Source: an optimization exercise on an open RTL-to-GDS flow (aim: small area). Production flows keep margins and buffers that such runs may drop. The RTL was checked by simulation tests, not by an equivalence proof against the original design. No activity file was given, so power comes from the tool's default toggle rates.

$ cat constraint.sdc
create_clock -name core_clock -period 5.0 [get_ports {clk}]
set_input_delay 1.0000 -clock core_clock [delete_from_list [all_inputs] [get_ports {clk}]]
set_output_delay 1.0000 -clock core_clock [all_outputs]
set_load 0.01 [all_outputs]
$ cat config.mk
export PLATFORM = sky130hd
export DESIGN_NAME = issue_top
export DESIGN_NICKNAME = issue_top
export VERILOG_FILES = /design/flow/design.v
export SDC_FILE = /design/flow/constraint.sdc
export NUM_CORES = 4
export LEC_CHECK = 0
export CAP_MARGIN = 20
export CORE_MARGIN = 2
export CORE_UTILIZATION = 40
export SLEW_MARGIN = 20
$ cat run.sh
#!/bin/bash
# synth_recipe.tcl (not shown) runs the flow's synth.tcl, then flattens the netlist and writes it again
# the make line also repeats each setting of config.mk as NAME=value (left out here)
make -C /OpenROAD-flow-scripts/flow DESIGN_CONFIG=/design/flow/config.mk WORK_HOME=/design/flow/orfs CLKGATE_MAP_FILE= SYNTH_SCRIPT=/design/flow/synth_recipe.tcl finish
$ cat design.v
package issue_pkg;
    typedef struct packed {
        logic                is_signed;
        logic                rem;
        logic [4-3:0]    spare;
    } div_flags_t;
    typedef union packed {
        logic [4-1:0]    alu;
        div_flags_t          div;
    } op_word_u;
endpackage
module rs_table #(
    parameter int DEPTH = 4,
    parameter int OPW   = 4
) (
    input  logic                     clk,
    input  logic                     clr,
    input  logic                     enq,
    input  logic [OPW-1:0]           in_op,
    input  logic [4-1:0]        in_rob_tag,
    input  logic                     in_a1,
    input  logic [32-1:0]         in_d1,
    input  logic                     in_a2,
    input  logic [32-1:0]         in_d2,
    input  logic                     cdb_valid,
    input  logic [4-1:0]        cdb_tag,
    input  logic [32-1:0]         cdb_data,
    input  logic [DEPTH-1:0]         free,
    output logic                     has_space,
    output logic [DEPTH-1:0]         ready,
    output logic [DEPTH*OPW-1:0]     op_o,
    output logic [DEPTH*4-1:0]  rob_o,
    output logic [DEPTH*32-1:0]   d1_o,
    output logic [DEPTH*32-1:0]   d2_o
);
    logic [DEPTH-1:0] valid_q;
    logic [DEPTH-1:0] a1_q;
    logic [DEPTH-1:0] a2_q;
    logic [DEPTH-1:0] enq_oh;
    always_comb begin
        enq_oh    = '0;
        has_space = 1'b0;
        for (int i = 0; i < DEPTH; i++) begin
            if (!valid_q[i] && !has_space) begin
                has_space = 1'b1;
                enq_oh[i] = enq;
            end
        end
    end
    assign ready = valid_q & a1_q & a2_q;
    always_ff @(posedge clk) begin
        if (clr) valid_q <= '0;
        else     valid_q <= (valid_q & ~free) | enq_oh;
    end
    for (genvar i = 0; i < DEPTH; i++) begin : g_slot
        logic [OPW-1:0]     op_q;
        logic [4-1:0]  rob_q;
        logic [32-1:0]   d1_q;
        logic [32-1:0]   d2_q;
        logic               w1;
        logic               w2;
        assign w1 = cdb_valid && valid_q[i] && !a1_q[i] && (d1_q[4-1:0] == cdb_tag);
        assign w2 = cdb_valid && valid_q[i] && !a2_q[i] && (d2_q[4-1:0] == cdb_tag);
        always_ff @(posedge clk) begin
            if (enq_oh[i]) begin
                op_q  <= in_op;
                rob_q <= in_rob_tag;
            end
        end
        always_ff @(posedge clk) begin
            a1_q[i] <= enq_oh[i] ? in_a1 : (a1_q[i] | w1);
            a2_q[i] <= enq_oh[i] ? in_a2 : (a2_q[i] | w2);
        end
        always_ff @(posedge clk) begin
            d1_q <= ({32{enq_oh[i]}} & in_d1) | ({32{w1}} & cdb_data)
                  | ({32{!(enq_oh[i] || w1)}} & d1_q);
            d2_q <= ({32{enq_oh[i]}} & in_d2) | ({32{w2}} & cdb_data)
                  | ({32{!(enq_oh[i] || w2)}} & d2_q);
        end
        assign op_o [i*OPW    +: OPW]    = op_q;
        assign rob_o[i*4 +: 4] = rob_q;
        assign d1_o [i*32  +: 32]  = d1_q;
        assign d2_o [i*32  +: 32]  = d2_q;
    end
endmodule
module dispatch_router (
    input  logic             inst_valid,
    input  logic [1-1:0] inst_fu,
    input  logic             alu_has_space,
    input  logic             div_has_space,
    output logic             inst_ready,
    output logic             alu_enq,
    output logic             div_enq
);
    logic want_alu;
    logic want_div;
    assign want_alu = (inst_fu == 1'b0);
    assign want_div = (inst_fu == 1'b1);
    assign inst_ready = (want_alu && alu_has_space) || (want_div && div_has_space);
    assign alu_enq = inst_valid && inst_ready && want_alu;
    assign div_enq = inst_valid && inst_ready && want_div;
endmodule
module alu_issue_port (
    input  logic                clk,
    input  logic                clr,
    input  logic [3:0]          ready,
    input  logic [4*4-1:0]  op_i,
    input  logic [4*4-1:0] rob_i,
    input  logic [4*32-1:0]  d1_i,
    input  logic [4*32-1:0]  d2_i,
    output logic [3:0]          free,
    output logic                alu_valid,
    output logic [4-1:0]    alu_op,
    output logic [4-1:0]   alu_rob_tag,
    output logic [32-1:0]    alu_src1,
    output logic [32-1:0]    alu_src2
);
    logic [3:0] sel_q;
    assign free[0] = ready[0];
    assign free[1] = ready[1] && !ready[0];
    assign free[2] = ready[2] && !ready[1] && !ready[0];
    assign free[3] = ready[3] && !ready[2] && !ready[1] && !ready[0];
    always_ff @(posedge clk) begin
        if (clr) alu_valid <= 1'b0;
        else     alu_valid <= |ready;
    end
    always_ff @(posedge clk) sel_q <= free;
    always_comb begin
        alu_op      = '0;
        alu_rob_tag = '0;
        alu_src1    = '0;
        alu_src2    = '0;
        for (int i = 0; i < 4; i++) begin
            alu_op      |= {4{sel_q[i]}}  & op_i [i*4  +: 4];
            alu_rob_tag |= {4{sel_q[i]}} & rob_i[i*4 +: 4];
            alu_src1    |= {32{sel_q[i]}}  & d1_i [i*32  +: 32];
            alu_src2    |= {32{sel_q[i]}}  & d2_i [i*32  +: 32];
        end
    end
endmodule
module div_issue_port (
    input  logic                div_busy,
    input  logic [1:0]          ready,
    input  logic [3:0]          op_i,      
    input  logic [2*4-1:0] rob_i,
    input  logic [2*32-1:0]  d1_i,
    input  logic [2*32-1:0]  d2_i,
    output logic [1:0]          free,
    output logic                div_start,
    output logic                div_signed,
    output logic                div_rem,
    output logic [4-1:0]   div_rob_tag,
    output logic [32-1:0]    div_src1,
    output logic [32-1:0]    div_src2
);
    logic s;    
    assign div_start = (ready[0] || ready[1]) && !div_busy;
    assign s         = !ready[0];
    assign free[0]   = div_start && !s;
    assign free[1]   = div_start && s;
    assign {div_signed, div_rem} = s ? op_i[3:2] : op_i[1:0];
    assign div_rob_tag = s ? rob_i[2*4-1:4] : rob_i[4-1:0];
    assign div_src1    = s ? d1_i[2*32-1:32]    : d1_i[32-1:0];
    assign div_src2    = s ? d2_i[2*32-1:32]    : d2_i[32-1:0];
endmodule
module issue_top (
    input  logic                clk,
    input  logic                rst,
    input  logic                flush,
    input  logic                div_busy,
    input  logic                inst_valid,
    input  logic [1-1:0]    inst_fu,
    input  issue_pkg::op_word_u inst_op,
    input  logic [4-1:0]   inst_rob_tag,
    input  logic                inst_rs1_valid,
    input  logic [4-1:0]   inst_rs1_tag,
    input  logic [32-1:0]    inst_rs1_data,
    input  logic                inst_rs2_valid,
    input  logic [4-1:0]   inst_rs2_tag,
    input  logic [32-1:0]    inst_rs2_data,
    input  logic [32-1:0]    inst_imm,
    input  logic                inst_use_imm,
    output logic                inst_ready,
    input  logic                cdb_valid,
    input  logic [4-1:0]   cdb_tag,
    input  logic [32-1:0]    cdb_data,
    output logic                alu_valid,
    output logic [4-1:0]    alu_op,
    output logic [4-1:0]   alu_rob_tag,
    output logic [32-1:0]    alu_src1,
    output logic [32-1:0]    alu_src2,
    output logic                div_start,
    output logic                div_signed,
    output logic                div_rem,
    output logic [4-1:0]   div_rob_tag,
    output logic [32-1:0]    div_src1,
    output logic [32-1:0]    div_src2
);
    logic                clr;
    logic                alu_enq;
    logic                div_enq;
    logic                alu_has_space;
    logic                div_has_space;
    logic [32-1:0]    in_d1;
    logic [32-1:0]    in_d2;
    logic                in_a2;
    logic [3:0]          alu_ready;
    logic [3:0]          alu_free;
    logic [4*4-1:0]  alu_op_s;
    logic [4*4-1:0] alu_rob_s;
    logic [4*32-1:0]  alu_d1_s;
    logic [4*32-1:0]  alu_d2_s;
    logic [1:0]          div_ready;
    logic [1:0]          div_free;
    logic [3:0]          div_op_s;
    logic [2*4-1:0] div_rob_s;
    logic [2*32-1:0]  div_d1_s;
    logic [2*32-1:0]  div_d2_s;
    assign clr = rst || flush;
    assign in_d1 = {inst_rs1_data[32-1:4],
                    inst_rs1_valid ? inst_rs1_data[4-1:0] : inst_rs1_tag};
    assign in_d2 = inst_use_imm ? inst_imm :
                   {inst_rs2_data[32-1:4],
                    inst_rs2_valid ? inst_rs2_data[4-1:0] : inst_rs2_tag};
    assign in_a2 = inst_rs2_valid || inst_use_imm;
    dispatch_router i_router (
        .inst_valid    (inst_valid),
        .inst_fu       (inst_fu),
        .alu_has_space (alu_has_space),
        .div_has_space (div_has_space),
        .inst_ready    (inst_ready),
        .alu_enq       (alu_enq),
        .div_enq       (div_enq)
    );
    rs_table #(.DEPTH(4), .OPW(4)) i_alu_rs (
        .clk        (clk),
        .clr        (clr),
        .enq        (alu_enq),
        .in_op      (inst_op.alu),
        .in_rob_tag (inst_rob_tag),
        .in_a1      (inst_rs1_valid),
        .in_d1      (in_d1),
        .in_a2      (in_a2),
        .in_d2      (in_d2),
        .cdb_valid  (cdb_valid),
        .cdb_tag    (cdb_tag),
        .cdb_data   (cdb_data),
        .free       (alu_free),
        .has_space  (alu_has_space),
        .ready      (alu_ready),
        .op_o       (alu_op_s),
        .rob_o      (alu_rob_s),
        .d1_o       (alu_d1_s),
        .d2_o       (alu_d2_s)
    );
    rs_table #(.DEPTH(2), .OPW(2)) i_div_rs (
        .clk        (clk),
        .clr        (clr),
        .enq        (div_enq),
        .in_op      (inst_op.alu[3:2]),
        .in_rob_tag (inst_rob_tag),
        .in_a1      (inst_rs1_valid),
        .in_d1      (in_d1),
        .in_a2      (in_a2),
        .in_d2      (in_d2),
        .cdb_valid  (cdb_valid),
        .cdb_tag    (cdb_tag),
        .cdb_data   (cdb_data),
        .free       (div_free),
        .has_space  (div_has_space),
        .ready      (div_ready),
        .op_o       (div_op_s),
        .rob_o      (div_rob_s),
        .d1_o       (div_d1_s),
        .d2_o       (div_d2_s)
    );
    alu_issue_port i_alu_port (
        .clk         (clk),
        .clr         (clr),
        .ready       (alu_ready),
        .op_i        (alu_op_s),
        .rob_i       (alu_rob_s),
        .d1_i        (alu_d1_s),
        .d2_i        (alu_d2_s),
        .free        (alu_free),
        .alu_valid   (alu_valid),
        .alu_op      (alu_op),
        .alu_rob_tag (alu_rob_tag),
        .alu_src1    (alu_src1),
        .alu_src2    (alu_src2)
    );
    div_issue_port i_div_port (
        .div_busy    (div_busy),
        .ready       (div_ready),
        .op_i        (div_op_s),
        .rob_i       (div_rob_s),
        .d1_i        (div_d1_s),
        .d2_i        (div_d2_s),
        .free        (div_free),
        .div_start   (div_start),
        .div_signed  (div_signed),
        .div_rem     (div_rem),
        .div_rob_tag (div_rob_tag),
        .div_src1    (div_src1),
        .div_src2    (div_src2)
    );
endmodule
==> results of run 1 <==
[worst reg2reg max path, cell delays in order, from the launching register on]
cell	delay [ns]
dfxtp_1	0.50
nand4b_1	0.80
inv_2	1.08
and2_1	0.25
a221o_1	0.10
[per-stage QoR]
step                total power [mW]  utilization  setup WS [ns]
floorplan                       5.20            -           2.54
global placement                5.86        0.473           1.17
CTS                             9.45        0.506          0.811
global route                    9.75        0.506          0.768
detailed placement              5.90        0.474           1.10
finish                          9.44        0.506          0.835
[how the worst max path moves through the flow]
stage	from	to	slack [ns]	cells past startpoint
floorplan	cdb_tag[0]	i_alu_rs.g_slot[3].d1_q[2]$_DFF_P_	2.54	6
global placement	cdb_tag[1]	i_alu_rs.g_slot[0].d1_q[21]$_DFF_P_	1.17	5
detailed placement	cdb_tag[1]	i_alu_rs.g_slot[1].d2_q[21]$_DFF_P_	1.10	5
CTS	i_div_rs.a2_q[0]$_DFF_P_	div_start	0.81	4
global route	i_div_rs.a2_q[0]$_DFF_P_	div_start	0.77	4
finish	i_div_rs.a2_q[0]$_DFF_P_	div_start	0.83	4
[power by group through the flow]
stage	Combinational (mW)	Sequential (mW)	Clock [mW]
3_3_place_gp	1.42	4.44	0
3_5_place_dp	1.45	4.45	0
6_report	1.46	4.40	3.58
5_1_grt	1.56	4.44	3.75
2_1_floorplan	0.838	4.36	0
4_1_cts	1.46	4.38	3.61
[logic make-up (layout without fill, tap and decap cells)]
logic type,Yosys count,after routing,synth area share
xor+xnor,48,48,0.0221
buf+inv,206,432,0.0477
flops,451,451,0.476
compound gates,565,565,0.263
mux,110,110,0.0600
simple gates,529,529,0.131
other cells,0,5,0
[cells in the final DEF, fill, tap and decap left out, types with 3 or more instances in the layout]
master	n
a21oi_1	7
a221o_1	384
a22oi_1	145
and2_1	146
and2_2	23
buf_4	30
clkbuf_1	12
clkbuf_16	51
clkbuf_8	12
clkdlybuf4s50_1	301
clkinv_2	12
dfxtp_1	403
dfxtp_4	4
diode_2	5
edfxtp_1	44
inv_1	3
inv_2	6
mux2_2	74
mux2i_1	36
nand2_1	94
nand3_1	16
nor2_1	221
nor3_1	4
nor4_4	11
o21ai_0	4
o31a_1	9
o41a_2	10
or2_2	3
xnor2_1	33
xor2_1	14
[registers in the layout, indices dropped and copies added, names as in the netlist]
register and flops:
i_div_rs.g_slot.d1_q 64, i_div_rs.g_slot.rob_q 8, i_alu_rs.a1_q 4, i_alu_rs.valid_q 4
i_alu_rs.g_slot.rob_q 16, i_div_rs.a1_q 2, i_alu_rs.a2_q 4, i_alu_port.sel_q 4
i_div_rs.a2_q 2, i_div_rs.g_slot.op_q 4, i_div_rs.g_slot.d2_q 64, i_alu_port.alu_valid 1
i_alu_rs.g_slot.op_q 16, i_alu_rs.g_slot.d1_q 128, i_alu_rs.g_slot.d2_q 128, i_div_rs.valid_q 2
[area by class of cell]
type	instances	area, µm²	area share
antenna	5	12.5	0.000504
tap	664	831	0.0335
clock inverter	14	75.1	0.00303
sequential	451	9480	0.382
multi-input combinational	1252	9610	0.387
inverter	9	33.8	0.00136
timing repair buffer	333	3270	0.132
clock buffer	76	1490	0.0602
[metal layers]
metal	vias up	GRT usage	wire (µm)
met5	-	0	0
met4	0	0.0991	2140
met3	133	0.0587	6610
met2	893	0.437	33800
met1	8817	0.385	32100
li1	7724	-	-
==> impl_metrics.py, run 1 <==
metrics = {
    "worst_setup_path": {
        "cpPeakStageDelay_ns": 0.60,
        "rr_worst_depth": 4,
        "critPathSlowestCell": "clkdlybuf4s50_1",
        "cp.required_ns": 4.00,
        "crit_buf_inv": 2,
        "critical_path.cell_chain": "nand3_4 -> buf_4 -> a21oi_1 -> clkdlybuf4s50_1",
        "critPathKind": "reg -> out",
        "startpoint_type": "register",
        "r2r_end": "i_div_rs.g_slot[1].d1_q[29]$_DFF_P_",
        "crit_arrival_ns": 3.17,
        "critPathMaxFanout": 30,
        "critPathTopFamily": "buffers and inverters",
        "end_kind": "output pin",
        "rr_startpoint": "i_div_rs.valid_q[0]$_SDFF_PP0_",
        "r2r_slack_ns": 2.22,
    },
    "grt": {
        "grt_max_degree": 73,
        "grt_first_pass_wirelength_mm": 109,
        "grt_util_all_layers": 0.280,
        "grt_pass1_vias": 17300,
        "antenna_found_initial": 5,
        "grt_remaining_overflow": 0,
    },
    "status": {
        "status": "no timing/DRC/antenna violations",
    },
    "clock_network": {
        "holdBufCountCts": 0,
        "root_buffer": "clkbuf_16",
        "clockBufferDepth": 3,
        "cts_max_level": 2,
        "cts_num_sinks": 451,
        "path_clk_slew_ns": 0.06,
        "cts_made_buffers": 49,
        "cts_setup_buffers": 0,
        "clock_latency_ns": 0.60,
        "post_cts_resized": 0,
        "cts_tree": "built",
    },
    "place": {
        "hpwl_mm": 44.8,
        "post_dp_cell_area_um2": 23200,
        "io_buffers": 302,
        "gp_congestion": 0.858,
        "dp_cells": 2709,
    },
    "synth": {
        "seq_area_frac_synth": 0.476,
        "avgSynthCellArea_um2": 10.4,
        "synth_area_um2": 19900,
        "synth.distinct_cells": 43,
        "synth_edf_count": 44,
        "async_reset_ff_frac": 0,
        "yosysWarnings": 3,
        "synth_most_common_cell": "dfxtp_1",
        "synth_area_leader_cell": "dfxtp_1",
        "syn_nets": 2067,
        "synth_seq_cells": 451,
        "yosys-top-cells-area": "dfxtp_1, a221o_1, edfxtp_1, a22oi_1, and2_1",
        "yosys-top-cells-count": "dfxtp_1, a221o_1, nor2_1",
        "synth_top_cell_area_share": 0.409,
        "netlist_instances": 1909,
        "synthFlopType": "dfxtp_1",
    },
    "floorplan": {
        "io_pins": 303,
        "die-width_um": 227,
        "core_area_um2": 49100,
        "dieArea_um2": 51600,
        "start_util": 0.406,
        "die_h_um": 227,
        "rows": 81,
    },
    "drt": {
        "wl_per_cell_um": 26.6,
        "dr.pass1.iters": 6,
        "drt-initial-drc-count": 1738,
        "viasPerCell": 6.26,
        "vias": 17600,
        "ant_nets": 0,
        "post-route-drc-count": 0,
        "wirelength_mm": 74.6,
    },
    "pwr": {
        "pwr-share-comb": 0.155,
        "p_sw_mw": 2.44,
        "intPower_mw": 6.99,
        "sequentialPowerShare": 0.466,
        "ir_drop_v": 0.000250,
        "p_per_area_nw_per_um2": 380,
        "leakage_nw": 9.73,
        "switching_share": 0.259,
        "pwr-share-clk": 0.379,
    },
    "sta": {
        "setup_viol": 0,
        "fin_crit_sh": 0.833,
        "final.setup.tns_ns": 0,
        "hold_viol_final": 0,
        "hold-worst-slack_ns": 0.485,
        "rsz0062_at_grt": "false",
        "finClkSkew_ns": 0.0207,
        "slew_viol_final": 0,
        "period_needed_ns": 4.17,
        "slew_headroom": 0.221,
        "tightest_slew_ns": 1.17,
        "fmax_ghz": 0.240,
    },
    "final_layout": {
        "finalInstanceArea_um2": 24800,
        "fill_cells": 4341,
        "syn_to_final_growth_pct": 24.7,
        "final_cells": 2804,
        "nNetsFinal": 2254,
        "layout-drive-gt1-share": 0.117,
    },
    "run": {
        "cap_viol_max_count": 0,
    },
    "min_path": {
        "holdCritPathClass": "reg -> reg",
        "holdPathStages": 1,
        "hold_start": "i_div_rs.g_slot[1].d2_q[20]$_DFF_P_",
        "hold_end": "i_div_rs.g_slot[1].d2_q[20]$_DFF_P_",
    },
}
==> inputs of run 2 (changes only) <==
--- a/config.mk
+++ b/config.mk
@@ -8,4 +8,5 @@
 export CAP_MARGIN = 20
 export CORE_MARGIN = 2
 export CORE_UTILIZATION = 40
+export CTS_BUF_LIST = sky130_fd_sc_hd__clkbuf_4
 export SLEW_MARGIN = 20
==> impl_metrics.py, run 2 <==
metrics = {
    "grt": {
        "grt_first_pass_wirelength_mm": 111,
        "grt_pass1_vias": 17900,
        "antenna_found_initial": 6,
        "grt_util_all_layers": 0.285,
        "grt_max_degree": 73,
        "grt_remaining_overflow": 0,
    },
    "pwr": {
        "switching_share": 0.271,
        "p_sw_mw": 2.51,
        "pwr-share-clk": 0.368,
        "pwr-share-comb": 0.158,
        "ir_drop_v": 0.000199,
        "leakage_nw": 9.87,
        "p_per_area_nw_per_um2": 373,
        "sequentialPowerShare": 0.475,
        "intPower_mw": 6.75,
    },
    "final_layout": {
        "finalInstanceArea_um2": 24800,
        "final_common_cell": "dfxtp_1",
        "reg_top3": "i_alu_rs.g_slot.d1_q: 128 flops, i_alu_rs.g_slot.d2_q: 128 flops",
        "layout_common_cells": "dfxtp_1, a221o_1, clkdlybuf4s50_1",
        "nNetsFinal": 2321,
        "layout-drive-gt1-share": 0.162,
        "syn_to_final_growth_pct": 24.6,
        "fill_cells": 4462,
    },
    "synth": {
        "synth_seq_cells": 451,
        "yosys-top-cells-count": "dfxtp_1, a221o_1, nor2_1",
        "synth_area_um2": 19900,
        "synth_edf_count": 44,
        "netlist_instances": 1909,
        "synth.distinct_cells": 43,
        "avgSynthCellArea_um2": 10.4,
        "synthFlopType": "dfxtp_1",
        "synth_area_leader_cell": "dfxtp_1",
        "synth_top_cell_area_share": 0.409,
        "syn_nets": 2067,
        "synth_most_common_cell": "dfxtp_1",
        "async_reset_ff_frac": 0,
        "seq_area_frac_synth": 0.476,
        "yosys-top-cells-area": "dfxtp_1, a221o_1, edfxtp_1, a22oi_1, and2_1",
        "yosysWarnings": 3,
    },
    "floorplan": {
        "dieArea_um2": 51600,
        "rows": 81,
        "io_pins": 303,
        "start_util": 0.406,
        "die-width_um": 227,
        "die_h_um": 227,
        "core_area_um2": 49100,
    },
    "place": {
        "dpl_worst_slack_ns": 1.10,
        "io_buffers": 302,
        "post_dp_cell_area_um2": 23200,
        "gp_congestion": 0.858,
        "hpwl_mm": 44.8,
    },
    "worst_setup_path": {
        "crit_buf_inv": 2,
        "end_kind": "output pin",
        "r2r_end": "i_div_rs.g_slot[1].d1_q[22]$_DFF_P_",
        "critical_path.cell_chain": "nand3_4 -> buf_4 -> a21oi_1 -> clkdlybuf4s50_1",
        "path_depth": 4,
        "cpPeakStageDelay_ns": 0.61,
        "cp.required_ns": 4.00,
        "rr_worst_depth": 4,
        "rr_startpoint": "i_div_rs.valid_q[0]$_SDFF_PP0_",
        "critPathMaxFanout": 30,
        "r2r_slack_ns": 2.21,
        "critPathTopFamily": "buffers and inverters",
        "crit_arrival_ns": 3.46,
        "startpoint_type": "register",
        "critPathSlowestCell": "clkdlybuf4s50_1",
        "critPathKind": "reg -> out",
    },
    "drt": {
        "drt-initial-drc-count": 1865,
        "dr.pass1.iters": 6,
        "vias": 18100,
        "viasPerCell": 6.20,
        "wirelength_mm": 75.5,
        "wl_per_cell_um": 25.8,
        "ant_nets": 0,
        "post-route-drc-count": 0,
    },
    "sta": {
        "finClkSkew_ns": 0.0546,
        "final.setup.tns_ns": 0,
        "fmax_ghz": 0.224,
        "rsz0062_at_grt": "false",
        "fin_crit_sh": 0.893,
        "hold_viol_final": 0,
        "setup_viol": 0,
        "slew_headroom": 0.219,
        "tightest_slew_ns": 1.17,
        "period_needed_ns": 4.46,
        "slew_viol_final": 0,
        "worst_slack_ns": 0.536,
    },
    "clock_network": {
        "clock_latency_ns": 0.90,
        "cts_made_buffers": 116,
        "cts_num_sinks": 451,
        "post_cts_resized": 0,
        "cts_setup_buffers": 0,
        "holdBufCountCts": 0,
        "root_buffer": "clkbuf_4",
        "cts_max_level": 3,
        "clockBufferDepth": 3,
        "path_clk_slew_ns": 0.07,
        "cts_tree": "built",
    },
    "run": {
        "cap_viol_max_count": 0,
    },
    "min_path": {
        "hold_start": "i_div_rs.g_slot[1].d1_q[23]$_DFF_P_",
        "hold_end": "i_div_rs.g_slot[1].d1_q[23]$_DFF_P_",
        "holdCritPathClass": "reg -> reg",
        "holdPathStages": 1,
    },
    "status": {
        "status": "no timing/DRC/antenna violations",
    },
}
## run 2: cell counts after synthesis
No cell type changed its count.
## run 2: cell type report
type | count | area [µm²] | share of cell area
flip-flops and latches | 451 | 9480 | 0.382
diodes | 5 | 12.5 | 0.000504
repair buffers | 333 | 3270 | 0.132
inverters | 9 | 33.8 | 0.00136
well taps | 664 | 831 | 0.0335
clock inverters | 24 | 179 | 0.00721
multi-input cells | 1252 | 9610 | 0.387
clock buffers | 184 | 1380 | 0.0557
## run 2: worst max-delay path by stage
stage | start | endpoint | slack, ns
final | i_div_rs.a2_q[0]$_DFF_P_ | div_start | 0.54
after global routing | i_div_rs.a2_q[0]$_DFF_P_ | div_start | 0.47
after CTS | i_div_rs.a2_q[0]$_DFF_P_ | div_start | 0.48
after detailed placement | cdb_tag[1] | i_alu_rs.g_slot[1].d2_q[21]$_DFF_P_ | 1.10
after global placement | cdb_tag[1] | i_alu_rs.g_slot[0].d1_q[21]$_DFF_P_ | 1.17
after floorplan | cdb_tag[0] | i_alu_rs.g_slot[3].d1_q[2]$_DFF_P_ | 2.54
## run 2: metrics by stage
step | hold slack, ns | instances | total power [mW] | utilization
global placement | 0.464 | 2708 | 5.86 | 0.473
CTS | 0.484 | 2917 | 9.29 | 0.505
global route | 0.493 | 2921 | 9.63 | 0.506
finish | 0.482 | 2922 | 9.26 | 0.506
floorplan | 0.449 | 1909 | 5.20 | -
detailed placement | 0.463 | 2709 | 5.90 | 0.474
## run 2: logic make-up (layout without fill, tap and decap cells)
kind of cell              after synthesis  count (layout)  share of synthesized area
and+or+nand+nor                       529             529                      0.131
xor gates and xnor gates               48              48                     0.0221
muxes                                 110             110                     0.0600
AOI/OAI and AO/OA                     565             565                      0.263
DFF                                   451             451                      0.476
buffers and inverters                 206             550                     0.0477
other                                   0               5                          0
## run 2: worst register-to-register path, cell delays in order, from the launching register on
cell and delay (ns):
dfxtp_1 0.50, nand4b_1 0.81, inv_2 1.07, and2_1 0.26, a221o_1 0.11
## run 2: power by group through the flow
stage | Sequential, mW | Clock, mW | Combinational (mW)
after floorplan | 4.36 | 0 | 0.838
after global placement | 4.44 | 0 | 1.42
after detailed placement | 4.45 | 0 | 1.45
after CTS | 4.38 | 3.45 | 1.46
after global routing | 4.44 | 3.63 | 1.56
final | 4.40 | 3.41 | 1.46
## run 2: layer usage
layer,up-vias,wire length [µm],global-route usage
li1,7928,-,-
met1,9073,32000,0.384
met2,986,34200,0.441
met3,124,7200,0.0634
met4,2,2070,0.119
met5,-,13,0
==> inputs of run 3 (changes only) <==
==> flow/run.sh (new file) <==
#!/bin/bash
# Standard layout, with the port buffers made from buf_1 instead of the
# default choice (clkdlybuf4s50_1, which is larger).
set -euo pipefail
export BUFFER_PORTS_ARGS="-buffer_cell sky130_fd_sc_hd__buf_1"
bash standard.sh > standard.log 2>&1
==> standard.sh (new file) <==
#!/bin/bash
# synth_recipe.tcl (not shown) runs the flow's synth.tcl, then flattens the netlist and writes it again
# the make line also repeats each setting of config.mk as NAME=value (left out here)
make -C /OpenROAD-flow-scripts/flow DESIGN_CONFIG=/design/flow/config.mk WORK_HOME=/design/flow/orfs CLKGATE_MAP_FILE= SYNTH_SCRIPT=/design/flow/synth_recipe.tcl "${@:-finish}"
--- a/config.mk
+++ b/config.mk
@@ -7,6 +7,5 @@
 export LEC_CHECK = 0
 export CAP_MARGIN = 20
 export CORE_MARGIN = 2
-export CORE_UTILIZATION = 40
-export CTS_BUF_LIST = sky130_fd_sc_hd__clkbuf_4
+export CORE_UTILIZATION = 70
 export SLEW_MARGIN = 20
removed: run.sh
==> impl_metrics.py, run 3 <==
metrics = {
    "grt": {
        "grt_util_all_layers": 0.436,
        "grt_remaining_overflow": 0,
        "antenna_found_initial": 3,
        "grt_max_degree": 55,
        "grt_pass1_vias": 17800,
        "grt_first_pass_wirelength_mm": 103,
    },
    "drt": {
        "viasPerCell": 7.26,
        "vias": 18300,
        "post-route-drc-count": 0,
        "wirelength_mm": 67.2,
        "dr.pass1.iters": 8,
        "ant_nets": 0,
        "drt-initial-drc-count": 2680,
        "wl_per_cell_um": 26.7,
    },
    "worst_setup_path": {
        "critical_path.cell_chain": "nand3_4 -> buf_4 -> mux2_2 -> buf_1",
        "crit_arrival_ns": 2.78,
        "crit_buf_inv": 2,
        "rr_startpoint": "i_alu_rs.valid_q[0]$_SDFF_PP0_",
        "cpPeakStageDelay_ns": 0.57,
        "critPathKind": "reg -> out",
        "r2r_end": "i_alu_rs.g_slot[0].d1_q[6]$_DFF_P_",
        "cp.required_ns": 4.00,
        "critPathSlowestCell": "dfxtp_1",
        "critPathMaxFanout": 39,
        "rr_worst_depth": 6,
        "end_kind": "output pin",
        "startpoint_type": "register",
        "critPathTopFamily": "buffers and inverters",
        "r2r_slack_ns": 2.28,
    },
    "synth": {
        "syn_nets": 2067,
        "synth.distinct_cells": 43,
        "synth_top_cell_area_share": 0.409,
        "synth_seq_cells": 451,
        "synth_area_um2": 19900,
        "synth_area_leader_cell": "dfxtp_1",
        "avgSynthCellArea_um2": 10.4,
        "netlist_instances": 1909,
        "seq_area_frac_synth": 0.476,
        "yosys-top-cells-area": "dfxtp_1, a221o_1, edfxtp_1, a22oi_1, and2_1",
        "synth_edf_count": 44,
        "synth_most_common_cell": "dfxtp_1",
        "yosysWarnings": 3,
        "yosys-top-cells-count": "dfxtp_1, a221o_1, nor2_1",
        "async_reset_ff_frac": 0,
        "synthFlopType": "dfxtp_1",
    },
    "place": {
        "gp_congestion": 0.939,
        "io_buffers": 302,
        "hpwl_mm": 40.8,
    },
    "floorplan": {
        "dieArea_um2": 29800,
        "start_util": 0.714,
        "die_h_um": 173,
        "rows": 61,
        "io_pins": 303,
        "die-width_um": 173,
        "core_area_um2": 27900,
    },
    "clock_network": {
        "clock_latency_ns": 0.55,
        "cts_max_level": 2,
        "cts_num_sinks": 451,
        "cts_tree": "built",
        "holdBufCountCts": 0,
        "clockBufferDepth": 3,
        "root_buffer": "clkbuf_16",
        "path_clk_slew_ns": 0.07,
        "post_cts_resized": 0,
        "cts_setup_buffers": 0,
        "cts_made_buffers": 45,
    },
    "sta": {
        "finClkSkew_ns": 0.0104,
        "slew_viol_final": 0,
        "hold_viol_final": 0,
        "rsz0062_at_grt": "false",
        "hold-worst-slack_ns": 0.481,
        "fmax_ghz": 0.265,
        "fin_crit_sh": 0.756,
        "final.setup.tns_ns": 0,
        "tightest_slew_ns": 1.09,
        "setup_viol": 0,
        "slew_headroom": 0.275,
        "period_needed_ns": 3.78,
    },
    "final_layout": {
        "layout_common_cells": "dfxtp_1, a221o_1, buf_1",
        "nNetsFinal": 2267,
        "reg_top3": "i_alu_rs.g_slot.d1_q: 128 flops, i_alu_rs.g_slot.d2_q: 128 flops",
        "layout-drive-gt1-share": 0.113,
        "final_common_cell": "dfxtp_1",
        "syn_to_final_growth_pct": 13.5,
        "fill_cells": 1758,
    },
    "pwr": {
        "leakage_nw": 8.97,
        "ir_drop_v": 0.000309,
        "p_per_area_nw_per_um2": 400,
    },
    "min_path": {
        "hold_end": "i_div_rs.g_slot[1].d1_q[5]$_DFF_P_",
        "holdCritPathClass": "reg -> reg",
        "holdPathStages": 1,
        "hold_start": "i_div_rs.g_slot[1].d1_q[5]$_DFF_P_",
    },
    "status": {
        "status": "no timing/DRC/antenna violations",
    },
    "run": {
        "cap_viol_max_count": 0,
    },
}
run 3: cell types whose count changed in the layout (fill, tap and decap cells not counted), moves of 4 or more:
| cell | change |
|---|---|
| clkbuf_16 | +45 |
| dfxtp_2 | +4 |
| clkbuf_4 | -184 |
| buf_1 | +301 |
| dfxtp_4 | -4 |
| clkinv_1 | -15 |
| o41a_1 | +10 |
| clkbuf_8 | +8 |
| buf_12 | +5 |
| clkbuf_1 | +9 |
| o41a_2 | -10 |
| buf_4 | +13 |
| inv_2 | -5 |
| clkdlybuf4s50_1 | -301 |
run 3: layer usage:
layer  global-route usage  wire, µm  vias up
met1                0.570     24700     8704
li1                     -         -     7735
met2                0.683     29800     1545
met4                0.209      3600        0
met5                    0         0        -
met3                0.103      9160      304
run 3: worst max-delay path by stage:
| stage | from | end | slack (ns) | cells after the start |
|---|---|---|---|---|
| global route | i_div_rs.a1_q[0]$_DFF_P_ | div_src1[1] | 1.18 | 4 |
| CTS | i_div_rs.a1_q[0]$_DFF_P_ | div_src1[1] | 1.28 | 4 |
| detailed placement | cdb_tag[1] | i_alu_rs.g_slot[1].d2_q[27]$_DFF_P_ | 1.43 | 7 |
| floorplan | cdb_tag[0] | i_alu_rs.g_slot[3].d1_q[2]$_DFF_P_ | 2.54 | 6 |
| finish | i_div_rs.a1_q[0]$_DFF_P_ | div_src1[1] | 1.22 | 4 |
| global placement | cdb_tag[2] | i_alu_rs.g_slot[0].d1_q[2]$_DFF_P_ | 1.48 | 6 |
run 3: cells by family after synthesis:
family / after synthesis / synth area share
xor gates and xnor gates: 48 / 0.0221
and+or+nand+nor: 529 / 0.131
AOI/OAI and AO/OA: 565 / 0.263
DFF: 451 / 0.476
buffers and inverters: 206 / 0.0477
muxes: 110 / 0.0600
run 3: area by class of cell:
type                    instances  area, µm²  share of cell area
diodes                          2       5.00            0.000221
repair buffers                350       1560              0.0689
clock inverters                15        195             0.00864
multi-input cells            1252       9590               0.424
clock buffers                  62       1270              0.0562
well taps                     378        473              0.0209
flip-flops and latches        451       9470               0.419
inverters                       9       33.8             0.00150
run 3: metrics by stage:
step | instance area (µm²) | util | power, mW | setup slack (ns) | instances
floorplan | 19900 | - | 5.20 | 2.54 | 1909
global placement | 21100 | 0.758 | 5.58 | 1.48 | 2440
detailed placement | 21100 | 0.758 | 5.64 | 1.43 | 2440
CTS | 22600 | 0.811 | 8.97 | 1.28 | 2517
global route | 22600 | 0.811 | 9.27 | 1.18 | 2519
finish | 22600 | 0.811 | 9.03 | 1.22 | 2519
run 3: where the power goes:
| group | total, mW | internal (mW) | switching (mW) |
|---|---|---|---|
| clock | 3.40 | 1.98 | 1.42 |
| combinational | 1.20 | 0.599 | 0.605 |
| sequential | 4.42 | 4.10 | 0.322 |
==> inputs of run 4 (changes only) <==
--- a/config.mk
+++ b/config.mk
@@ -7,5 +7,5 @@
 export LEC_CHECK = 0
 export CAP_MARGIN = 20
 export CORE_MARGIN = 2
-export CORE_UTILIZATION = 70
+export CORE_UTILIZATION = 40
 export SLEW_MARGIN = 20
==> impl_metrics.py, run 4 <==
metrics = {
    "min_path": {
        "hold_end": "i_div_rs.g_slot[1].d2_q[29]$_DFF_P_",
        "holdPathStages": 1,
        "hold_start": "i_div_rs.g_slot[1].d2_q[29]$_DFF_P_",
        "holdCritPathClass": "reg -> reg",
    },
    "pwr": {
        "p_per_area_nw_per_um2": 404,
        "ir_drop_v": 0.000294,
        "leakage_nw": 8.99,
    },
    "place": {
        "post_dp_cell_area_um2": 21400,
        "gp_congestion": 0.844,
        "hpwl_mm": 44.7,
        "io_buffers": 302,
    },
    "synth": {
        "seq_area_frac_synth": 0.476,
        "syn_nets": 2067,
        "synth_edf_count": 44,
        "synth_seq_cells": 451,
        "synth_area_leader_cell": "dfxtp_1",
        "avgSynthCellArea_um2": 10.4,
        "synth.distinct_cells": 43,
        "yosys-top-cells-area": "dfxtp_1, a221o_1, edfxtp_1, a22oi_1, and2_1",
        "netlist_instances": 1909,
        "yosys-top-cells-count": "dfxtp_1, a221o_1, nor2_1",
        "yosysWarnings": 3,
        "synth_most_common_cell": "dfxtp_1",
        "synth_top_cell_area_share": 0.409,
        "synth_area_um2": 19900,
        "synthFlopType": "dfxtp_1",
        "async_reset_ff_frac": 0,
    },
    "grt": {
        "grt_max_degree": 73,
        "grt_pass1_vias": 16900,
        "grt_remaining_overflow": 0,
        "antenna_found_initial": 5,
        "grt_first_pass_wirelength_mm": 108,
        "grt_util_all_layers": 0.275,
    },
    "worst_setup_path": {
        "critPathKind": "reg -> out",
        "crit_buf_inv": 2,
        "critPathMaxFanout": 52,
        "startpoint_type": "register",
        "r2r_end": "i_alu_rs.g_slot[3].d2_q[9]$_DFF_P_",
        "crit_arrival_ns": 2.81,
        "cpPeakStageDelay_ns": 0.75,
        "end_kind": "output pin",
        "critPathTopFamily": "buffers and inverters",
        "cp.required_ns": 4.00,
        "rr_startpoint": "i_alu_rs.valid_q[0]$_SDFF_PP0_",
        "r2r_slack_ns": 2.28,
        "rr_worst_depth": 5,
        "critPathSlowestCell": "buf_4",
        "critical_path.cell_chain": "nand3_4 -> buf_4 -> mux2_2 -> buf_1",
    },
    "final_layout": {
        "layout_common_cells": "dfxtp_1, a221o_1, buf_1",
        "syn_to_final_growth_pct": 15.8,
        "final_common_cell": "dfxtp_1",
        "finalInstanceArea_um2": 23000,
        "nNetsFinal": 2257,
        "layout-drive-gt1-share": 0.116,
        "reg_top3": "i_alu_rs.g_slot.d1_q: 128 flops, i_alu_rs.g_slot.d2_q: 128 flops",
    },
    "sta": {
        "period_needed_ns": 3.81,
        "rsz0062_at_grt": "false",
        "setup_viol": 0,
        "finClkSkew_ns": 0.0187,
        "fmax_ghz": 0.262,
        "final.setup.tns_ns": 0,
        "fin_crit_sh": 0.763,
        "tightest_slew_ns": 1.15,
        "slew_viol_final": 0,
        "slew_headroom": 0.235,
        "hold_viol_final": 0,
    },
    "clock_network": {
        "holdBufCountCts": 0,
        "cts_setup_buffers": 0,
        "cts_tree": "built",
        "clock_latency_ns": 0.60,
        "path_clk_slew_ns": 0.06,
        "cts_max_level": 2,
        "clockBufferDepth": 3,
        "root_buffer": "clkbuf_16",
        "cts_num_sinks": 451,
        "post_cts_resized": 0,
        "cts_made_buffers": 49,
    },
    "drt": {
        "dr.pass1.iters": 5,
        "wirelength_mm": 72.9,
        "drt-initial-drc-count": 1798,
        "viasPerCell": 6.26,
        "ant_nets": 0,
        "vias": 17600,
        "wl_per_cell_um": 26.0,
        "post-route-drc-count": 0,
    },
    "status": {
        "status": "no timing/DRC/antenna violations",
    },
    "floorplan": {
        "die_h_um": 227,
        "core_area_um2": 49100,
        "die-width_um": 227,
        "io_pins": 303,
        "start_util": 0.406,
        "rows": 81,
        "dieArea_um2": 51600,
    },
    "run": {
        "cap_viol_max_count": 0,
    },
}
==> run 4: worst max-delay path by stage <==
stage,from,end,cells after the start
6_report,i_div_rs.a2_q[0]$_DFF_P_,div_src1[0],4
5_1_grt,i_div_rs.a1_q[0]$_DFF_P_,div_src1[3],4
4_1_cts,i_div_rs.a2_q[0]$_DFF_P_,div_src1[0],4
3_5_place_dp,cdb_tag[1],i_alu_rs.g_slot[1].d2_q[5]$_DFF_P_,5
3_3_place_gp,cdb_tag[1],i_alu_rs.g_slot[1].d2_q[19]$_DFF_P_,5
2_1_floorplan,cdb_tag[0],i_alu_rs.g_slot[3].d1_q[2]$_DFF_P_,6
==> run 4: cell families (layout without fill, tap and decap cells) <==
family | after synthesis | count (layout) | share of synthesized area
flops | 451 | 451 | 0.476
xor+xnor | 48 | 48 | 0.0221
simple gates | 529 | 529 | 0.131
compound gates | 565 | 565 | 0.263
mux | 110 | 110 | 0.0600
buf+inv | 206 | 437 | 0.0477
other cells | 0 | 3 | 0
==> run 4: report_power, final <==
part / total, mW / internal, mW / switching [mW]
logic: 1.20 / 0.596 / 0.607
clock network: 3.73 / 2.18 / 1.55
registers: 4.39 / 4.10 / 0.292
total: 9.32 / 6.87 / 2.45
==> run 4: stage by stage <==
stage | worst slack, ns | hold slack [ns] | total power, mW | util | instances
2_1_floorplan | 2.54 | 0.449 | 5.20 | - | 1909
3_3_place_gp | 1.45 | 0.463 | 5.60 | 0.436 | 2712
3_5_place_dp | 1.40 | 0.466 | 5.64 | 0.436 | 2712
4_1_cts | 1.15 | 0.484 | 9.34 | 0.470 | 2804
5_1_grt | 1.08 | 0.493 | 9.65 | 0.470 | 2807
6_report | 1.19 | 0.481 | 9.32 | 0.470 | 2807
==> run 4: layer usage <==
metal	global-route usage	up-vias	wire [µm]
li1	-	7728	-
met1	0.380	8771	31200
met2	0.429	928	32900
met3	0.0481	133	6370
met4	0.106	2	2380
met5	0	-	13
==> run 4: layout make-up <==
| class | instances | area, µm² |
|---|---|---|
| Antenna cell | 3 | 7.51 |
| Clock buffer | 73 | 1460 |
| Clock inverter | 19 | 198 |
| Fill cell | 4622 | 26000 |
| Inverter | 9 | 33.8 |
| Multi-Input combinational cell | 1252 | 9610 |
| Sequential cell | 451 | 9480 |
| Tap cell | 664 | 831 |
| Timing Repair Buffer | 336 | 1430 |
==> run 4: worst register-to-register path, cell delays in order (launching register included) <==
cell	delay [ns]
dfxtp_1	0.40
nand3b_1	0.16
or3_2	0.77
buf_4	0.36
o41a_2	0.45
a221o_1	0.44
==> inputs of run 5 (changes only) <==
--- a/config.mk
+++ b/config.mk
@@ -8,4 +8,6 @@
 export CAP_MARGIN = 20
 export CORE_MARGIN = 2
 export CORE_UTILIZATION = 40
+export CTS_CLUSTER_DIAMETER = 60
+export CTS_CLUSTER_SIZE = 40
 export SLEW_MARGIN = 20
==> impl_metrics.py, run 5 <==
metrics = {
    "worst_setup_path": {
        "cpPeakStageDelay_ns": 0.75,
        "critPathSlowestCell": "buf_4",
        "r2r_end": "i_alu_rs.g_slot[3].d2_q[7]$_DFF_P_",
        "crit_arrival_ns": 2.82,
        "critPathKind": "reg -> out",
        "r2r_slack_ns": 2.32,
        "rr_worst_depth": 5,
        "rr_startpoint": "i_alu_rs.valid_q[0]$_SDFF_PP0_",
        "startpoint_type": "register",
        "critPathMaxFanout": 52,
        "cp.required_ns": 4.00,
        "critical_path.cell_chain": "nand3_4 -> buf_4 -> mux2_2 -> buf_1",
        "end_kind": "output pin",
    },
    "final_layout": {
        "layout_common_cells": "dfxtp_1, a221o_1, buf_1",
        "nNetsFinal": 2242,
        "utilization": 0.461,
        "syn_to_final_growth_pct": 13.6,
        "final_common_cell": "dfxtp_1",
        "reg_top3": "i_alu_rs.g_slot.d1_q: 128 flops, i_alu_rs.g_slot.d2_q: 128 flops",
        "fill_cells": 4663,
        "finalInstanceArea_um2": 22600,
        "layout-drive-gt1-share": 0.109,
    },
    "clock_network": {
        "clock_latency_ns": 0.58,
        "cts_tree": "built",
        "path_clk_slew_ns": 0.09,
        "holdBufCountCts": 0,
        "cts_num_sinks": 451,
        "clockBufferDepth": 3,
        "post_cts_resized": 0,
        "root_buffer": "clkbuf_16",
        "cts_made_buffers": 34,
        "cts_max_level": 2,
        "cts_setup_buffers": 0,
    },
    "sta": {
        "hold_viol_final": 0,
        "rsz0062_at_grt": "false",
        "fmax_ghz": 0.262,
        "tightest_slew_ns": 1.17,
        "fin_crit_sh": 0.764,
        "finClkSkew_ns": 0.0339,
        "slew_headroom": 0.219,
        "hold-worst-slack_ns": 0.485,
        "slew_viol_final": 0,
        "setup_viol": 0,
        "final.setup.tns_ns": 0,
        "period_needed_ns": 3.82,
    },
    "synth": {
        "yosys-top-cells-count": "dfxtp_1, a221o_1, nor2_1",
        "async_reset_ff_frac": 0,
        "synthFlopType": "dfxtp_1",
        "syn_nets": 2067,
        "avgSynthCellArea_um2": 10.4,
        "synth_edf_count": 44,
        "yosys-top-cells-area": "dfxtp_1, a221o_1, edfxtp_1, a22oi_1, and2_1",
        "synth_seq_cells": 451,
        "synth_most_common_cell": "dfxtp_1",
        "synth.distinct_cells": 43,
        "synth_area_um2": 19900,
        "seq_area_frac_synth": 0.476,
        "netlist_instances": 1909,
        "synth_top_cell_area_share": 0.409,
        "yosysWarnings": 3,
        "synth_area_leader_cell": "dfxtp_1",
    },
    "grt": {
        "grt_pass1_vias": 16600,
        "grt_remaining_overflow": 0,
        "grt_util_all_layers": 0.273,
        "grt_first_pass_wirelength_mm": 107,
        "grt_max_degree": 73,
        "antenna_found_initial": 6,
    },
    "status": {
        "status": "no timing/DRC/antenna violations",
    },
    "min_path": {
        "holdPathStages": 1,
        "holdCritPathClass": "reg -> reg",
        "hold_start": "i_div_rs.g_slot[1].d2_q[29]$_DFF_P_",
        "hold_end": "i_div_rs.g_slot[1].d2_q[29]$_DFF_P_",
    },
    "floorplan": {
        "dieArea_um2": 51600,
        "die_h_um": 227,
        "io_pins": 303,
        "core_area_um2": 49100,
        "start_util": 0.406,
        "rows": 81,
        "die-width_um": 227,
    },
    "place": {
        "gp_congestion": 0.844,
        "hpwl_mm": 44.7,
        "io_buffers": 302,
        "post_dp_cell_area_um2": 21400,
    },
    "pwr": {
        "leakage_nw": 8.76,
        "intPower_mw": 6.22,
        "p_per_area_nw_per_um2": 383,
        "switching_share": 0.281,
        "pwr-share-clk": 0.354,
        "sequentialPowerShare": 0.507,
        "p_sw_mw": 2.43,
        "ir_drop_v": 0.000255,
        "pwr-share-comb": 0.139,
    },
    "drt": {
        "post-route-drc-count": 0,
        "drt-initial-drc-count": 1793,
        "dr.pass1.iters": 5,
        "ant_nets": 0,
        "viasPerCell": 6.27,
        "wl_per_cell_um": 26.1,
        "vias": 17400,
        "wirelength_mm": 72.3,
    },
    "run": {
        "cap_viol_max_count": 0,
    },
}
[run 5: changes by cell type in the layout (fill, tap and decap cells not counted), moves of 2 or more]
cell        previous run  this run
inv_8                  0         5
clkinv_2               9         1
clkinv_8               1         5
inv_12                 0         2
clkinvlp_4             2         4
clkbuf_8              12         0
clkbuf_16             50        34
clkbuf_1              11         0
clkinv_1               6         4
inv_6                  0         3
[run 5: logic make-up (layout without fill, tap and decap cells)]
group                     after synthesis  count (layout)  synth area share
AOI/OAI and AO/OA                     565             565             0.263
and+or+nand+nor                       529             529             0.131
DFF                                   451             451             0.476
buffers and inverters                 206             405            0.0477
muxes                                 110             110            0.0600
xor gates and xnor gates               48              48            0.0221
other                                   0               4                 0
[run 5: metal layers]
layer,GRT usage,vias to the layer above,part of all wire
met5,0,-,0.00018
met4,0.103,2,0.032
met3,0.0474,117,0.086
met2,0.427,858,0.45
met1,0.376,8727,0.43
li1,-,7693,-
[run 5: per-stage QoR]
stage / total power [mW] / cells / setup WS, ns
global placement: 5.60 / 2712 / 1.45
floorplan: 5.20 / 1909 / 2.54
CTS: 8.67 / 2772 / 1.16
finish: 8.65 / 2776 / 1.18
detailed placement: 5.64 / 2712 / 1.40
global route: 8.96 / 2776 / 1.11
[run 5: how the worst max path moves through the flow]
| stage | start | endpoint | slack, ns | cells after the start |
|---|---|---|---|---|
| 2_1_floorplan | cdb_tag[0] | i_alu_rs.g_slot[3].d1_q[2]$_DFF_P_ | 2.54 | 6 |
| 3_3_place_gp | cdb_tag[1] | i_alu_rs.g_slot[1].d2_q[19]$_DFF_P_ | 1.45 | 5 |
| 3_5_place_dp | cdb_tag[1] | i_alu_rs.g_slot[1].d2_q[5]$_DFF_P_ | 1.40 | 5 |
| 4_1_cts | i_div_rs.a2_q[0]$_DFF_P_ | div_src1[0] | 1.16 | 4 |
| 5_1_grt | i_div_rs.a2_q[0]$_DFF_P_ | div_src1[0] | 1.11 | 4 |
| 6_report | i_div_rs.a2_q[0]$_DFF_P_ | div_src1[0] | 1.18 | 4 |
[run 5: area by class of cell]
type | count | area [µm²] | area share
Inverter | 9 | 33.8 | 0.00149
Tap cell | 664 | 831 | 0.0367
Timing Repair Buffer | 336 | 1430 | 0.0631
Clock inverter | 26 | 364 | 0.0161
Clock buffer | 34 | 851 | 0.0376
Sequential cell | 451 | 9480 | 0.419
Multi-Input combinational cell | 1252 | 9610 | 0.425
Antenna cell | 4 | 10.0 | 0.000443
[run 5: critical path: cells and delay by family, from the launching register on]
| kind | cells | cell delay [ns] |
|---|---|---|
| buffers and inverters | 2 | 0.92 |
| and+or+nand+nor | 1 | 0.38 |
| muxes | 1 | 0.47 |
| DFF | 1 | 0.40 |
[run 5: power by group through the flow]
| stage | sequential, mW | clock [mW] | combinational (mW) |
|---|---|---|---|
| finish | 4.38 | 3.06 | 1.20 |
| global route | 4.43 | 3.22 | 1.30 |
| CTS | 4.37 | 3.09 | 1.21 |
| detailed placement | 4.44 | 0 | 1.20 |
| global placement | 4.43 | 0 | 1.17 |
| floorplan | 4.36 | 0 | 0.838 |
==> inputs of run 6 (changes only) <==
--- a/design.v
+++ b/design.v
@@ -153,15 +153,15 @@
     output logic [32-1:0]    div_src1,
     output logic [32-1:0]    div_src2
 );
-    logic s;    
+    logic [1:0] pick;    
+    assign pick[0]   = ready[0];
+    assign pick[1]   = ready[1] && !ready[0];
     assign div_start = (ready[0] || ready[1]) && !div_busy;
-    assign s         = !ready[0];
-    assign free[0]   = div_start && !s;
-    assign free[1]   = div_start && s;
-    assign {div_signed, div_rem} = s ? op_i[3:2] : op_i[1:0];
-    assign div_rob_tag = s ? rob_i[2*4-1:4] : rob_i[4-1:0];
-    assign div_src1    = s ? d1_i[2*32-1:32]    : d1_i[32-1:0];
-    assign div_src2    = s ? d2_i[2*32-1:32]    : d2_i[32-1:0];
+    assign free      = div_start ? pick : 2'b00;
+    assign {div_signed, div_rem} = ({2{pick[0]}} & op_i[1:0]) | ({2{pick[1]}} & op_i[3:2]);
+    assign div_rob_tag = ({4{pick[0]}} & rob_i[4-1:0]) | ({4{pick[1]}} & rob_i[2*4-1:4]);
+    assign div_src1    = ({32{pick[0]}} & d1_i[32-1:0]) | ({32{pick[1]}} & d1_i[2*32-1:32]);
+    assign div_src2    = ({32{pick[0]}} & d2_i[32-1:0]) | ({32{pick[1]}} & d2_i[2*32-1:32]);
 endmodule
 module issue_top (
     input  logic                clk,
@@ -217,11 +217,9 @@
     logic [2*32-1:0]  div_d1_s;
     logic [2*32-1:0]  div_d2_s;
     assign clr = rst || flush;
-    assign in_d1 = {inst_rs1_data[32-1:4],
-                    inst_rs1_valid ? inst_rs1_data[4-1:0] : inst_rs1_tag};
-    assign in_d2 = inst_use_imm ? inst_imm :
-                   {inst_rs2_data[32-1:4],
-                    inst_rs2_valid ? inst_rs2_data[4-1:0] : inst_rs2_tag};
+    assign in_d1 = inst_rs1_valid ? inst_rs1_data : {{(32-4){1'b0}}, inst_rs1_tag};
+    assign in_d2 = inst_use_imm   ? inst_imm :
+                   inst_rs2_valid ? inst_rs2_data : {{(32-4){1'b0}}, inst_rs2_tag};
     assign in_a2 = inst_rs2_valid || inst_use_imm;
     dispatch_router i_router (
         .inst_valid    (inst_valid),
==> flow/run.sh (replaced) <==
#!/bin/bash
# Standard layout (the standard.sh, standard synthesis unchanged) with two
# changes to how the layout is made:
#  - the port buffers are buf_1 rather than the default clkdlybuf4s50_1;
#  - before floorplanning, combinational cells that synthesis sized up are set
#    back to their smallest drive (downsize.tcl); the flow's own repair steps
#    then upsize where timing, slew or load needs it.
set -euo pipefail
here=$(pwd)
export BUFFER_PORTS_ARGS="-buffer_cell sky130_fd_sc_hd__buf_1"
export PRE_FLOORPLAN_TCL="$here/flow/downsize.tcl"
bash standard.sh > standard.log 2>&1
==> flow/downsize.tcl (new file) <==
# Set every combinational cell that synthesis sized up back to the smallest
# drive of the same function; placement and CTS repair upsize where timing,
# slew or load needs it.
set ds_db [ord::get_db]
set ds_block [[$ds_db getChip] getBlock]
set ds_count 0
foreach ds_inst [$ds_block getInsts] {
  set ds_m [[$ds_inst getMaster] getName]
  if { [regexp {^(sky130_fd_sc_hd__[a-z0-9]+)_([0-9]+)$} $ds_m -> ds_base ds_sz] && $ds_sz > 1 } {
    if { [regexp {df|dl|sdf|edf|clk|tap|fill|decap|conb} $ds_base] } { continue }
    foreach ds_try [list ${ds_base}_1 ${ds_base}_0] {
      if { [$ds_db findMaster $ds_try] != "NULL" && [sta::find_liberty_cell $ds_try] != "NULL" } {
        if { [lsearch -exact $::env(DONT_USE_CELLS) $ds_try] < 0 } {
          replace_cell [$ds_inst getName] $ds_try
          incr ds_count
          break
        }
      }
    }
  }
}
puts "downsize: $ds_count cells set to their smallest drive"
--- a/config.mk
+++ b/config.mk
@@ -8,6 +8,6 @@
 export CAP_MARGIN = 20
 export CORE_MARGIN = 2
 export CORE_UTILIZATION = 40
-export CTS_CLUSTER_DIAMETER = 60
-export CTS_CLUSTER_SIZE = 40
+export CTS_CLUSTER_DIAMETER = 80
+export CTS_CLUSTER_SIZE = 60
 export SLEW_MARGIN = 20
==> impl_metrics.py, run 6 <==
metrics = {
    "sta": {
        "fmax_ghz": 0.256,
        "slew_viol_final": 0,
        "fin_crit_sh": 0.782,
        "slew_headroom": 0.250,
        "rsz0062_at_grt": "false",
        "hold_viol_final": 0,
        "period_needed_ns": 3.91,
        "setup_viol": 0,
        "finClkSkew_ns": 0.0312,
        "final.setup.tns_ns": 0,
        "tightest_slew_ns": 1.12,
    },
    "synth": {
        "synth_most_common_cell": "dfxtp_1",
        "synth_fa_ha_area_frac": 0,
        "synth_compound_area_frac": 0.314,
        "synth_seq_cells": 451,
        "netlist_instances": 1954,
        "ys_area_um2": 19300,
        "synthFlopType": "dfxtp_1",
        "synth_area_leader_cell": "dfxtp_1",
        "seq_area_frac_synth": 0.491,
        "synthSimpleGateAreaFrac": 0.118,
        "yosysWarnings": 3,
        "async_reset_ff_frac": 0,
        "synth_top_family_by_area": "compound AO/OA/AOI/OAI gates",
        "synth_top_cell_area_share": 0.422,
        "yosys-top-cells-count": "dfxtp_1, nor2_1, a221o_1",
        "syn_nets": 2112,
        "muxShareOfSynthArea": 0.00649,
        "yosys-top-cells-area": "dfxtp_1, a221o_1, nor2_1, edfxtp_1, a22oi_1",
        "synth_edf_count": 44,
        "synth_xor_area_frac": 0.0218,
        "synth.distinct_cells": 37,
    },
    "final_layout": {
        "layout-drive-gt1-share": 0.0587,
        "seq_area_um2": 9480,
        "reg_top3": "i_alu_rs.g_slot.d1_q: 128 flops, i_alu_rs.g_slot.d2_q: 128 flops",
        "nNetsFinal": 2269,
        "fill_cells": 4582,
        "finalInstanceArea_um2": 21600,
        "multi_input_area_um2": 8920,
        "layout_common_cells": "dfxtp_1, nor2_1, a221o_1",
        "final_common_cell": "dfxtp_1",
    },
    "worst_setup_path": {
        "startpoint_type": "register",
        "crit_buf_inv": 2,
        "critPathMaxFanout": 46,
        "end_kind": "output pin",
        "r2r_end": "i_alu_rs.g_slot[3].d2_q[15]$_DFF_P_",
        "critical_path.cell_chain": "nand3_1 -> nor2_4 -> buf_12 -> a22o_1 -> buf_1",
        "crit_arrival_ns": 2.91,
        "rr_startpoint": "i_alu_rs.valid_q[0]$_SDFF_PP0_",
        "cpPeakStageDelay_ns": 0.67,
        "critPathSlowestCell": "nor2_4",
        "critPathTopFamily": "simple AND/OR/NAND/NOR gates",
        "r2r_slack_ns": 2.30,
        "cp.required_ns": 4.00,
        "rr_worst_depth": 4,
        "critPathKind": "reg -> out",
    },
    "grt": {
        "grt_first_pass_wirelength_mm": 110,
        "grt_max_degree": 73,
        "grt_remaining_overflow": 0,
        "grt_util_all_layers": 0.286,
        "antenna_found_initial": 1,
        "grt_pass1_vias": 17100,
    },
    "clock_network": {
        "cts_tree": "built",
        "clockBufferDepth": 3,
        "cts_setup_buffers": 0,
        "cts_num_sinks": 451,
        "root_buffer": "clkbuf_16",
        "path_clk_slew_ns": 0.10,
        "clock_latency_ns": 0.60,
        "cts_max_level": 1,
        "cts_made_buffers": 26,
        "holdBufCountCts": 0,
        "post_cts_resized": 0,
    },
    "drt": {
        "wirelength_mm": 73.8,
        "post-route-drc-count": 0,
        "vias": 17900,
        "dr.pass1.iters": 8,
        "ant_nets": 0,
        "drt-initial-drc-count": 2045,
        "viasPerCell": 6.53,
        "wl_per_cell_um": 26.9,
    },
    "place": {
        "io_buffers": 302,
        "gp_congestion": 0.845,
        "post_dp_cell_area_um2": 20700,
        "hpwl_mm": 45.1,
    },
    "floorplan": {
        "start_util": 0.403,
        "die-width_um": 223,
        "dieArea_um2": 49500,
        "die_h_um": 223,
        "io_pins": 303,
        "core_area_um2": 47400,
        "rows": 80,
    },
    "pwr": {
        "sequentialPowerShare": 0.554,
        "intPower_mw": 5.52,
        "ir_drop_v": 0.000249,
        "pwr-share-clk": 0.339,
        "switching_share": 0.284,
        "p_per_area_nw_per_um2": 356,
        "p_sw_mw": 2.19,
        "pwr-share-comb": 0.107,
        "leakage_nw": 8.12,
    },
    "min_path": {
        "holdPathStages": 1,
        "hold_start": "i_div_rs.g_slot[1].d2_q[19]$_DFF_P_",
        "holdCritPathClass": "reg -> reg",
        "hold_end": "i_div_rs.g_slot[1].d2_q[19]$_DFF_P_",
    },
    "run": {
        "cap_viol_max_count": 0,
    },
    "status": {
        "status": "no timing/DRC/antenna violations",
    },
}
[run 6: changes by cell type after synthesis, sizes merged, moves of 4 or more]
cell,before,now
a22o,0,70
a22oi,145,171
and2,169,0
buf,73,77
clkbuf,124,137
mux2,74,4
mux2i,36,8
nand2,94,118
nor2,222,389
o22a,0,6
[run 6: how the worst max path moves through the flow]
stage | startpoint | endpoint | cells past startpoint
after floorplan | cdb_tag[3] | i_div_rs.g_slot[1].d1_q[10]$_DFF_P_ | 6
after global placement | cdb_tag[1] | i_alu_rs.g_slot[0].d2_q[8]$_DFF_P_ | 5
after detailed placement | cdb_tag[1] | i_alu_rs.g_slot[0].d2_q[12]$_DFF_P_ | 5
after CTS | i_div_rs.a2_q[1]$_DFF_P_ | div_src2[31] | 5
after global routing | i_div_rs.a2_q[1]$_DFF_P_ | div_src2[1] | 5
final | i_div_rs.a2_q[1]$_DFF_P_ | div_src2[31] | 5
[run 6: cell families (layout without fill, tap and decap cells)]
| kind of cell | after synthesis | in the layout |
|---|---|---|
| DFF | 451 | 451 |
| AOI/OAI and AO/OA | 664 | 664 |
| muxes | 12 | 12 |
| xor gates and xnor gates | 48 | 48 |
| buffers and inverters | 222 | 399 |
| other | 0 | 1 |
| and+or+nand+nor | 557 | 557 |
[run 6: power by group through the flow]
stage,Sequential (mW),Combinational (mW),Clock [mW]
after floorplan,4.26,0.586,0
after global placement,4.33,0.791,0
after detailed placement,4.33,0.821,0
after CTS,4.26,0.823,2.63
after global routing,4.31,0.894,2.77
final,4.27,0.826,2.61
[run 6: through the flow]
step                      utilization  hold slack [ns]  instances  total power [mW]  worst slack (ns)
after floorplan                     -            0.455       1954              4.85              2.17
after global placement          0.436            0.468       2698              5.12              1.46
after detailed placement        0.436            0.467       2698              5.16              1.45
after CTS                       0.456            0.497       2746              7.71              1.12
after global routing            0.456            0.504       2747              7.97             0.979
final                           0.456            0.495       2747              7.71              1.09
[run 6: worst register-to-register path: cells and delay by family (launching register included)]
kind | cells | cell delay, ns
AOI/OAI and AO/OA | 2 | 1.05
DFF | 1 | 0.44
and+or+nand+nor | 2 | 1.08
[run 6: layout make-up]
| class | instances | area share |
|---|---|---|
| Antenna cell | 1 | 0.000116 |
| Clock buffer | 28 | 0.0314 |
| Clock inverter | 20 | 0.0137 |
| Inverter | 8 | 0.00139 |
| Multi-Input combinational cell | 1281 | 0.412 |
| Sequential cell | 451 | 0.438 |
| Tap cell | 615 | 0.0355 |
| Timing Repair Buffer | 343 | 0.0679 |
[run 6: routing by layer]
metal | global-route usage | part of all wire | vias to the layer above
met2 | 0.455 | 0.46 | 1007
met5 | 0 | 0 | -
met3 | 0.0504 | 0.094 | 116
met4 | 0.0914 | 0.030 | 0
li1 | - | - | 7840
met1 | 0.395 | 0.42 | 8979

[static timing again, ports no longer ideal]
The results above use ideal ports. As a check the final layouts listed here were re-extracted and re-timed, cells and wires unchanged. Step 1 (the two cells are an assumption about what drives the block):
set clk [get_ports {clk}]
set_driving_cell -lib_cell sky130_fd_sc_hd__clkbuf_16 $clk
set_driving_cell -lib_cell sky130_fd_sc_hd__buf_2 [delete_from_list [all_inputs] $clk]
Step 2 times the ports against the registers' clock, not the clock port: input delays grow and output delays shrink by t, the midpoint of the rising clock arrivals with the driver on. a / b / c = no drivers / after step 1 / after step 2; a / b = the first two.
| run | t, ns | slack for setup (ns) | hold slack, ns | clock arrival spread, ns | worst slew at a driven data input, ns |
|---|---|---|---|---|---|
| run 1 | 0.644 | 0.835 / 0.776 / 1.011 | 0.485 / 0.485 / 0.485 | 0.022 / 0.022 | 0.11 |
| run 2 | 0.934 | 0.536 / 0.477 / 1.010 | 0.482 / 0.482 / 0.482 | 0.055 / 0.055 | 0.10 |
| run 3 | 0.597 | 1.222 / 1.169 / 1.216 | 0.481 / 0.481 / 0.481 | 0.011 / 0.011 | 0.08 |
| run 4 | 0.655 | 1.187 / 1.125 / 1.265 | 0.481 / 0.481 / 0.481 | 0.019 / 0.019 | 0.10 |
| run 5 | 0.623 | 1.182 / 1.121 / 1.293 | 0.485 / 0.485 / 0.485 | 0.034 / 0.033 | 0.10 |
| run 6 | 0.650 | 1.089 / 1.029 / 1.329 | 0.495 / 0.495 / 0.495 | 0.036 / 0.036 | 0.11 |
After both steps every run listed still meets setup and hold. For run 3, which loses most, drivers alone change the setup slack by -0.053 ns; drivers and shift together by -0.006 ns.
